Source: an optimization exercise on an open RTL-to-GDS flow (aim: small area, a short achievable clock period and few clock cycles). Production flows keep margins and buffers that such runs may drop.
At most, simulation tests tie the RTL to the original design; equivalence was not proved.
Power is estimated from default activity; no workload was simulated.

==> job 3504 <==
==> flow/design.v (excerpt) <==
module mvm_accel (
  input  wire        clk_main_a0,
  input  wire        rst_main_n_sync,
  input  wire        awvalid,
  input  wire [31:0] awaddr,
  input  wire        wvalid,
  input  wire [31:0] wdata,
  input  wire        bready,
  input  wire        arvalid,
  input  wire [31:0] araddr,
  input  wire        rready,
  output wire        awready,
  output wire        wready,
  output wire        bvalid,
  output wire [1:0]  bresp,
  output wire        arready,
  output wire        rvalid,
  output wire [31:0] rdata,
  output wire [1:0]  rresp
);
export LEC_CHECK = 0
export CAP_MARGIN = 20
export CORE_MARGIN = 2
export CORE_UTILIZATION = 60
export SLEW_MARGIN = 20
create_clock -name core_clock -period 12.0 [get_ports {clk_main_a0}]
standard.sh (not shown) runs the stock make flow with config.mk's settings and CLKGATE_MAP_FILE= SYNTH_SCRIPT=/design/flow/synth_recipe.tcl, a recipe that flattens the netlist after the stock synthesis.
==> flow/flow/run.sh <==
#!/bin/bash
# The standard layout, with timing repair asked to leave more setup slack
# than the clock period needs, so that it also shortens the paths that
# already meet the period.
set -euo pipefail
bash standard.sh SETUP_SLACK_MARGIN=8.3 finish > standard_flow.log 2>&1
==> job 460 (differences from job 3504) <==
--- a/flow/design.v
+++ b/flow/design.v
@@ -123,25 +123,31 @@
 endmodule
 `default_nettype wire
 `default_nettype none
 module mvm_operand_buffer (
   input  logic         clk_main_a0,
   input  logic [3:0]   lane_wr,
   input  logic [31:0]  word,
+  input  logic [13:0]  res_wr,
+  input  logic [7:0]   res,
   output logic [127:0] tap,
   output logic [7:0]   tap_late
 );
   logic [mvm_pkg::ring_len-1:0][127:0] ring;
   always_ff @(posedge clk_main_a0) begin
     for (int q = 0; q < mvm_pkg::ring_len; q++) begin
-      for (int j = 0; j < 4; j++) begin
-        if (q == 2 * j && lane_wr[j]) begin
-          ring[q][32*j +: 32] <= word;
-        end else begin
-          ring[q][32*j +: 32] <= ring[(q + mvm_pkg::ring_len - 1) % mvm_pkg::ring_len][32*j +: 32];
+      for (int e = 0; e < 16; e++) begin
+        ring[q][8*e +: 8] <= ring[(q + mvm_pkg::ring_len - 1) % mvm_pkg::ring_len][8*e +: 8];
+        for (int k = 1; k <= 14; k++) begin
+          if (q == (10 + k) % 17 && e == (16 + 17 * 2 - 2 * k) % 17 && res_wr[k-1]) begin
+            ring[q][8*e +: 8] <= res;
+          end
+        end
+        if (q == 2 * (e / 4) && lane_wr[e / 4]) begin
+          ring[q][8*e +: 8] <= word[8*(e % 4) +: 8];
         end
       end
     end
   end
   assign tap      = ring[mvm_pkg::tap_pos];
   assign tap_late = ring[mvm_pkg::tap_pos + 1][15:8];
 endmodule
@@ -151,57 +157,57 @@
   input  logic         clk_main_a0,
   input  logic         rst_main_n_sync,
   input  logic         trig,
   input  logic [31:0]  count,
   input  logic         bubble,
   input  logic [127:0] tap,
   input  logic [7:0]   tap_late,
+  output logic [13:0]  res_wr,
+  output logic [7:0]   res,
   output logic         busy,
   output logic         busy_next,
   output logic         result_zero,
   output logic [127:0] result
 );
   logic              first;
   logic [31:0]       cnt;
   logic [127:0]      vcur;
-  logic [13:0][7:0]  vsh;
   logic              late;
-  logic [15:0][7:0]  vnew;
+  logic [4:0]        jcnt;
   logic [7:0]        s;
   logic              load_vec;
   logic              load_new;
   mvm_dot u_dot (
     .clk_main_a0 (clk_main_a0),
     .a           (tap),
     .a2          (tap_late),
     .b           (vcur),
     .s           (s)
   );
   always_ff @(posedge clk_main_a0) begin
-    vsh <= {vsh[12:0], s};
+    jcnt <= bubble ? 5'd1 : jcnt + 5'd1;
   end
   always_comb begin
-    for (int r = 0; r < 16; r++) begin
-      if (r == 3 || r == 1) begin
-        vnew[r] = s;
-      end else begin
-        vnew[r] = vsh[((r + 12) * 9) % 17];
-      end
+    for (int k = 1; k <= 14; k++) begin
+      res_wr[k-1] = busy && !first && (jcnt == k + 2);
     end
   end
+  assign res = s;
   assign load_vec = bubble && (trig || (busy && first));
   assign load_new = bubble && busy && !first;
   always_ff @(posedge clk_main_a0) begin
     for (int r = 0; r < 16; r++) begin
       if (load_vec) begin
         vcur[8*r +: 8] <= tap[8*r +: 8];
-      end else if (r != 1 && load_new) begin
-        vcur[8*r +: 8] <= vnew[r];
+      end else if (r == 3 && load_new) begin
+        vcur[8*r +: 8] <= s;
       end else if (r == 1 && late) begin
-        vcur[8*r +: 8] <= vnew[r];
+        vcur[8*r +: 8] <= s;
+      end else if (r != 1 && r != 3 && load_new) begin
+        vcur[8*r +: 8] <= tap[8*r +: 8];
       end
     end
   end
   assign result = vcur;
   always_comb begin
     busy_next = busy;
     if (trig) begin
@@ -3083,14 +3089,16 @@
   logic [31:0]  wr_word;
   logic         load_ok_next;
   logic         busy, busy_next;
   logic         result_zero;
   logic [127:0] result;
   logic [127:0] tap;
   logic [7:0]   tap_late;
+  logic [13:0]  res_wr;
+  logic [7:0]   res;
   logic [4:0]   ph;         
   logic [6:0]   widx;       
   logic [4:0]   tgt;        
   logic [4:0]   btap;       
   logic         ld;
   logic         trig;
   logic [3:0]   lane_wr;
@@ -3167,25 +3175,29 @@
       btap <= mvm_pkg::add17(tgt, mvm_pkg::tap_pos);
     end
   end
   mvm_operand_buffer u_buffer (
     .clk_main_a0 (clk_main_a0),
     .lane_wr     (lane_wr),
     .word        (wr_word),
+    .res_wr      (res_wr),
+    .res         (res),
     .tap         (tap),
     .tap_late    (tap_late)
   );
   mvm_engine u_engine (
     .clk_main_a0     (clk_main_a0),
     .rst_main_n_sync (rst_main_n_sync),
     .trig            (trig),
     .count           (wr_word),
     .bubble          (ph == btap),
     .tap             (tap),
     .tap_late        (tap_late),
+    .res_wr          (res_wr),
+    .res             (res),
     .busy            (busy),
     .busy_next       (busy_next),
     .result_zero     (result_zero),
     .result          (result)
   );
 endmodule
 `default_nettype wire
==> flow/flow/run.sh (replaced) <==
#!/bin/bash
# The standard layout, with timing repair asked to leave more setup slack
# than the clock period needs, so that it also shortens the paths that
# already meet the period, and plain buffers on the ports.
set -euo pipefail
export BUFFER_PORTS_ARGS="-buffer_cell sky130_fd_sc_hd__buf_2"
bash standard.sh SETUP_SLACK_MARGIN=8.3 finish > standard_flow.log 2>&1
CTS_CLUSTER_DIAMETER = 100   (was default)
CTS_CLUSTER_SIZE = 30   (was default)
==> job 5520 (differences from job 3504) <==
==> flow/flow/run.sh (replaced) <==
#!/bin/bash
# The standard layout, with timing repair asked to leave more setup slack
# than the clock period needs, so that it also shortens the paths that
# already meet the period, and plain buffers on the ports.
set -euo pipefail
export BUFFER_PORTS_ARGS="-buffer_cell sky130_fd_sc_hd__buf_2"
bash standard.sh SETUP_SLACK_MARGIN=8.3 finish > standard_flow.log 2>&1
CTS_BUF_LIST = sky130_fd_sc_hd__clkbuf_8   (was default)
CTS_CLUSTER_SIZE = 30   (was default)
==> notes <==
Job 5520 finished with timing, DRC and antenna clean. Job 3504 reached the layout checks and failed them: antenna rules. Job 460 finished with timing, DRC and antenna clean. In synthesized cell count, job 3504 and job 5520 do not differ. Between job 5520 and job 460, the lower clock power is in job 460 (gap about 70%, measured against job 460). Combinational power: job 460 > job 3504 > job 5520. In area after synthesis, job 3504 and job 5520 do not differ. Global-route usage: job 3504 > job 460 > job 5520. The highest via count belongs to job 5520, the lowest to job 460.
==> figures <==
Outcome: job 460 finished clean; job 3504 failed layout checks; job 5520 finished clean
Violated checks: job 460 -; job 3504 antenna rules; job 5520 -
Initial drt markers: job 460 3,900; job 3504 3,933; job 5520 3,831
Multi-input combinational cell area: job 460 20,100 sq um; job 3504 20,000 sq um; job 5520 19,900 sq um
GR Util All Layers: job 460 30.4%; job 3504 30.6%; job 5520 29.8%
Die area: job 460 127,000 sq um; job 3504 130,000 sq um; job 5520 130,000 sq um
Final HPWL from detailed placement: job 460 135,000 um; job 3504 130,000 um; job 5520 130,000 um
Worst setup margin: job 460 8.05 ns; job 3504 8.05 ns; job 5520 7.88 ns
Transition time at the pin with the least slew margin: job 460 1.19 ns; job 3504 1.10 ns; job 5520 1.07 ns
Post-CTS setup buffer count: job 460 98; job 3504 142; job 5520 146
Final weighted congestion in routability-driven placement: job 460 1.02; job 3504 1.00; job 5520 1.02
Number of antenna cells inserted: job 460 6; job 3504 12; job 5520 10
Number of global-route vias before repair: job 460 37,302; job 3504 41,107; job 5520 40,508
Switching Share: job 460 22.7%; job 3504 21.8%; job 5520 22.1%
Testbench counts of job 460, summed over its fixed seeds: cycles 5,974.
Only the layout flow was run in job 3504 and job 5520; the RTL was not checked for function there.

* * *

==> inputs of v3 <==
mvm_accel, a different RTL version from the one above (not shown whole).
==> module mvm_axil_slave, before the edit <==
module mvm_axil_slave (
  input  logic        clk_main_a0,
  input  logic        rst_main_n_sync,
  input  logic        awvalid,
  input  logic [31:0] awaddr,
  input  logic        wvalid,
  input  logic [31:0] wdata,
  input  logic        bready,
  input  logic        arvalid,
  input  logic [31:0] araddr,
  input  logic        rready,
  output logic        awready,
  output logic        wready,
  output logic        bvalid,
  output logic [1:0]  bresp,
  output logic        arready,
  output logic        rvalid,
  output logic [31:0] rdata,
  output logic [1:0]  rresp,
  input  logic        load_ok_next,
  output logic        wr_do,
  output logic        wr_data,
  output logic [31:0] wr_word,
  input  logic        busy_next,
  input  logic        result_zero,
  input  logic [127:0] result
);
  logic        aw_got, w_got;
  logic        aw_hs, w_hs;
  logic        aw_got_n, w_got_n, pair;
  logic        bvalid_n;
  logic        wr_scr;
  logic [31:0] scratch;
  logic [1:0]  rd_ptr;
  logic [31:0] rd_word;
  logic        rd_near;
  logic [31:0] rd_low;
  logic [31:0] rdata_hold;
  logic        rvalid_n;
  assign aw_hs    = awvalid && awready;
  assign w_hs     = wvalid && wready;
  assign aw_got_n = aw_got || aw_hs;
  assign w_got_n  = w_got || w_hs;
  assign pair     = aw_got_n && w_got_n;
  assign bvalid_n = pair || (bvalid && !bready);
  always_ff @(posedge clk_main_a0) begin
    if (!rst_main_n_sync) begin
      aw_got  <= 1'b0;
      w_got   <= 1'b0;
      bvalid  <= 1'b0;
      wr_do   <= 1'b0;
      awready <= 1'b1;
      wready  <= 1'b1;
    end else begin
      aw_got  <= aw_got_n && !pair;
      w_got   <= w_got_n && !pair;
      bvalid  <= bvalid_n;
      wr_do   <= pair;
      awready <= !(aw_got_n && !pair) && !bvalid_n && load_ok_next;
      wready  <= !(w_got_n && !pair) && !bvalid_n && load_ok_next;
    end
  end
  always_ff @(posedge clk_main_a0) begin
    if (aw_hs) begin
      wr_data <= awaddr == mvm_pkg::data_addr;
      wr_scr  <= awaddr == mvm_pkg::scratch_addr;
    end
    if (w_hs) begin
      wr_word <= wdata;
    end
  end
  always_ff @(posedge clk_main_a0) begin
    if (!rst_main_n_sync) begin
      scratch <= '0;
    end else if (wr_do && wr_scr) begin
      scratch <= wr_word;
    end
  end
  assign rd_near = (araddr & ~32'h0000_004c) == (mvm_pkg::data_addr & ~32'h0000_004c);
  always_comb begin
    case ({araddr[6], araddr[3], araddr[2]})
      {mvm_pkg::data_addr[6], mvm_pkg::data_addr[3], mvm_pkg::data_addr[2]}:
        rd_low = result_zero ? 32'h0 : result[32*rd_ptr +: 32];
      {mvm_pkg::status_addr[6], mvm_pkg::status_addr[3], mvm_pkg::status_addr[2]}:
        rd_low = {31'h0, busy_next};
      {mvm_pkg::scratch_addr[6], mvm_pkg::scratch_addr[3], mvm_pkg::scratch_addr[2]}:
        rd_low = scratch;
      default:
        rd_low = mvm_pkg::unimpl_value;
    endcase
  end
  assign rd_word = rd_near ? rd_low : mvm_pkg::unimpl_value;
  assign rvalid_n = (arvalid && arready) || (rvalid && !rready);
  always_ff @(posedge clk_main_a0) begin
    if (!rst_main_n_sync) begin
      rvalid  <= 1'b0;
      arready <= 1'b1;
      rd_ptr  <= '0;
    end else begin
      rvalid  <= rvalid_n;
      arready <= !rvalid_n;
      if (arvalid && arready && araddr == mvm_pkg::data_addr) begin
        rd_ptr <= rd_ptr + 1'b1;
      end
    end
  end
  always_ff @(posedge clk_main_a0) begin
    if (arvalid && arready) begin
      rdata_hold <= rd_word;
    end
    rdata <= ((arvalid && arready) || !rvalid) ? rd_word : rdata_hold;
  end
  assign bresp = 2'b00;
  assign rresp = 2'b00;
endmodule
export LEC_CHECK = 0
export CAP_MARGIN = 20
export CORE_MARGIN = 2
export CORE_UTILIZATION = 60
export CTS_CLUSTER_DIAMETER = 90
export CTS_CLUSTER_SIZE = 25
export SLEW_MARGIN = 20
create_clock -name core_clock -period 12.0 [get_ports {clk_main_a0}]
==> flow/flow/run.sh <==
#!/bin/bash
# The standard layout, with timing repair asked to leave more setup slack
# than the clock period needs, so that it also shortens the paths that
# already meet the period, and plain buffers on the ports.
set -euo pipefail
export BUFFER_PORTS_ARGS="-buffer_cell sky130_fd_sc_hd__buf_2"
bash standard.sh SETUP_SLACK_MARGIN=8.35 finish > standard_flow.log 2>&1
==> v16 (differences from v3) <==
--- a/flow/design.v
+++ b/flow/design.v
@@ -51,8 +51,6 @@
   logic [31:0] scratch;
   logic [1:0]  rd_ptr;
   logic [31:0] rd_word;
-  logic        rd_near;
-  logic [31:0] rd_low;
   logic [31:0] rdata_hold;
   logic        rvalid_n;
   assign aw_hs    = awvalid && awready;
@@ -94,20 +92,14 @@
       scratch <= wr_word;
     end
   end
-  assign rd_near = (araddr & ~32'h0000_004c) == (mvm_pkg::data_addr & ~32'h0000_004c);
   always_comb begin
-    case ({araddr[6], araddr[3], araddr[2]})
-      {mvm_pkg::data_addr[6], mvm_pkg::data_addr[3], mvm_pkg::data_addr[2]}:
-        rd_low = result_zero ? 32'h0 : result[32*rd_ptr +: 32];
-      {mvm_pkg::status_addr[6], mvm_pkg::status_addr[3], mvm_pkg::status_addr[2]}:
-        rd_low = {31'h0, busy_next};
-      {mvm_pkg::scratch_addr[6], mvm_pkg::scratch_addr[3], mvm_pkg::scratch_addr[2]}:
-        rd_low = scratch;
-      default:
-        rd_low = mvm_pkg::unimpl_value;
+    case (araddr)
+      mvm_pkg::data_addr:    rd_word = result_zero ? 32'h0 : result[32*rd_ptr +: 32];
+      mvm_pkg::status_addr:  rd_word = {31'h0, busy_next};
+      mvm_pkg::scratch_addr: rd_word = scratch;
+      default:               rd_word = mvm_pkg::unimpl_value;
     endcase
   end
-  assign rd_word = rd_near ? rd_low : mvm_pkg::unimpl_value;
   assign rvalid_n = (arvalid && arready) || (rvalid && !rready);
   always_ff @(posedge clk_main_a0) begin
     if (!rst_main_n_sync) begin
==> flow/flow/run.sh (replaced) <==
#!/bin/bash
# The standard layout with two changes:
# - synthesis is the standard one (synth_recipe.tcl) except that Yosys's
#   generic "synth" command runs without its quick ABC pass, which otherwise
#   reshapes the full-adder logic so that extract_fa leaves an inverter
#   between most full adders; registers, their names and cells are the same;
# - timing repair is asked to leave more setup slack than the clock period
#   needs, so that it also shortens the paths that already meet it;
# and plain buffers on the ports.
set -euo pipefail
sed 's/yosys synth -nofsm -noshare {\*}\$args/yosys synth -nofsm -noshare -noabc {*}$args/' \
  synth_recipe.tcl > flow_synth.tcl
grep -q -- '-noabc' flow_synth.tcl
export BUFFER_PORTS_ARGS="-buffer_cell sky130_fd_sc_hd__buf_2"
bash standard.sh SYNTH_SCRIPT="$PWD/flow_synth.tcl" SETUP_SLACK_MARGIN=8.6 finish > standard_flow.log 2>&1
==> summary.txt <==
| metric | v16 | v3 |
|---|---|---|
| Global placement routability congestion | 0.992 | 0.991 |
| Detailed Route Iter0 Violations | 3855 | 4225 |
| Post-synthesis share of cell area spent on xor and xnor gates | 3.52% | 3.44% |
| Worst hold slack | 0.301 ns | 0.283 ns |
| Count of multi-input gates | 2395 | 2366 |
| Adder-cell area share of the yosys netlist | 9.94% | 9.71% |
| Metal-1 WL | 84200 um | 84800 um |
| Total number of nets in the final design | 5962 | 6268 |
| Max FO, Critical Path | 13 | 5 |
| Combinational power share | 5.5% | 5.2% |
| Footprint of the multi-input gates | 0.0213 sq mm | 0.0205 sq mm |
| Startpoint types | input pin | flip-flop |
| Post-placement setup slack | 7.26 ns | 6.79 ns |
| Number of non-clock buffers in the layout | 370 | 366 |
| Finished layout cell area | 0.0835 sq mm | 0.0839 sq mm |
| Global-route wire length before repair | 276000 um | 281000 um |
| GR Util met2 | 48.3% | 46.3% |
| CTS buffer count | 115 | 116 |
| Final cell count without fillers | 7163 | 7496 |
| Terminating pin of the worst hold path | u_top.u_buffer.ring[970] | u_top.u_buffer.ring[2107] |
| Run status | complete, no violations | complete, no violations |
| Share of synthesized area spent on multiplexers | 2.98% | 3.06% |
| Post-Route Utilization | 67.6% | 67.0% |
Testbench counts of v3, summed over its fixed seeds: cycles 5,974.
The RTL of v16 was laid out without a check of its function.

==> what the ideal ports hide <==
The results above use ideal ports. As a check the final layouts listed here were re-extracted and re-timed, cells and wires unchanged. Step 1: set_driving_cell puts a clkbuf_16 on clk_main_a0 and a buf_2 on each other input, an assumption about the parent block. Step 2 also shifts input and output timing later by t, the mid clock arrival at the registers, as if the neighbouring blocks saw the same clock. a / b / c = ideal ports / drivers / drivers and shift; a / b = the first two.
run | t (ns) | setup slack, ns | hold WS [ns] | slew at the worst register clock pin (ns)
job 3504 | 0.894 | 8.052 / 7.975 / 7.453 | 0.233 / 0.233 / 0.233 | 0.08 / 0.08
job 460 | 0.820 | 8.049 / 7.972 / 7.472 | 0.289 / 0.289 / 0.289 | 0.12 / 0.12
job 5520 | 1.061 | 7.882 / 7.802 / 7.417 | 0.245 / 0.245 / 0.245 | 0.07 / 0.07
v3 | 0.854 | 8.280 / 8.220 / 7.366 | 0.283 / 0.283 / 0.283 | 0.11 / 0.11
v16 | 0.848 | 8.170 / 8.212 / 7.364 | 0.301 / 0.301 / 0.301 | 0.11 / 0.11
For v3, which loses most, drivers alone change the setup slack by -0.060 ns; drivers and shift together by -0.914 ns.
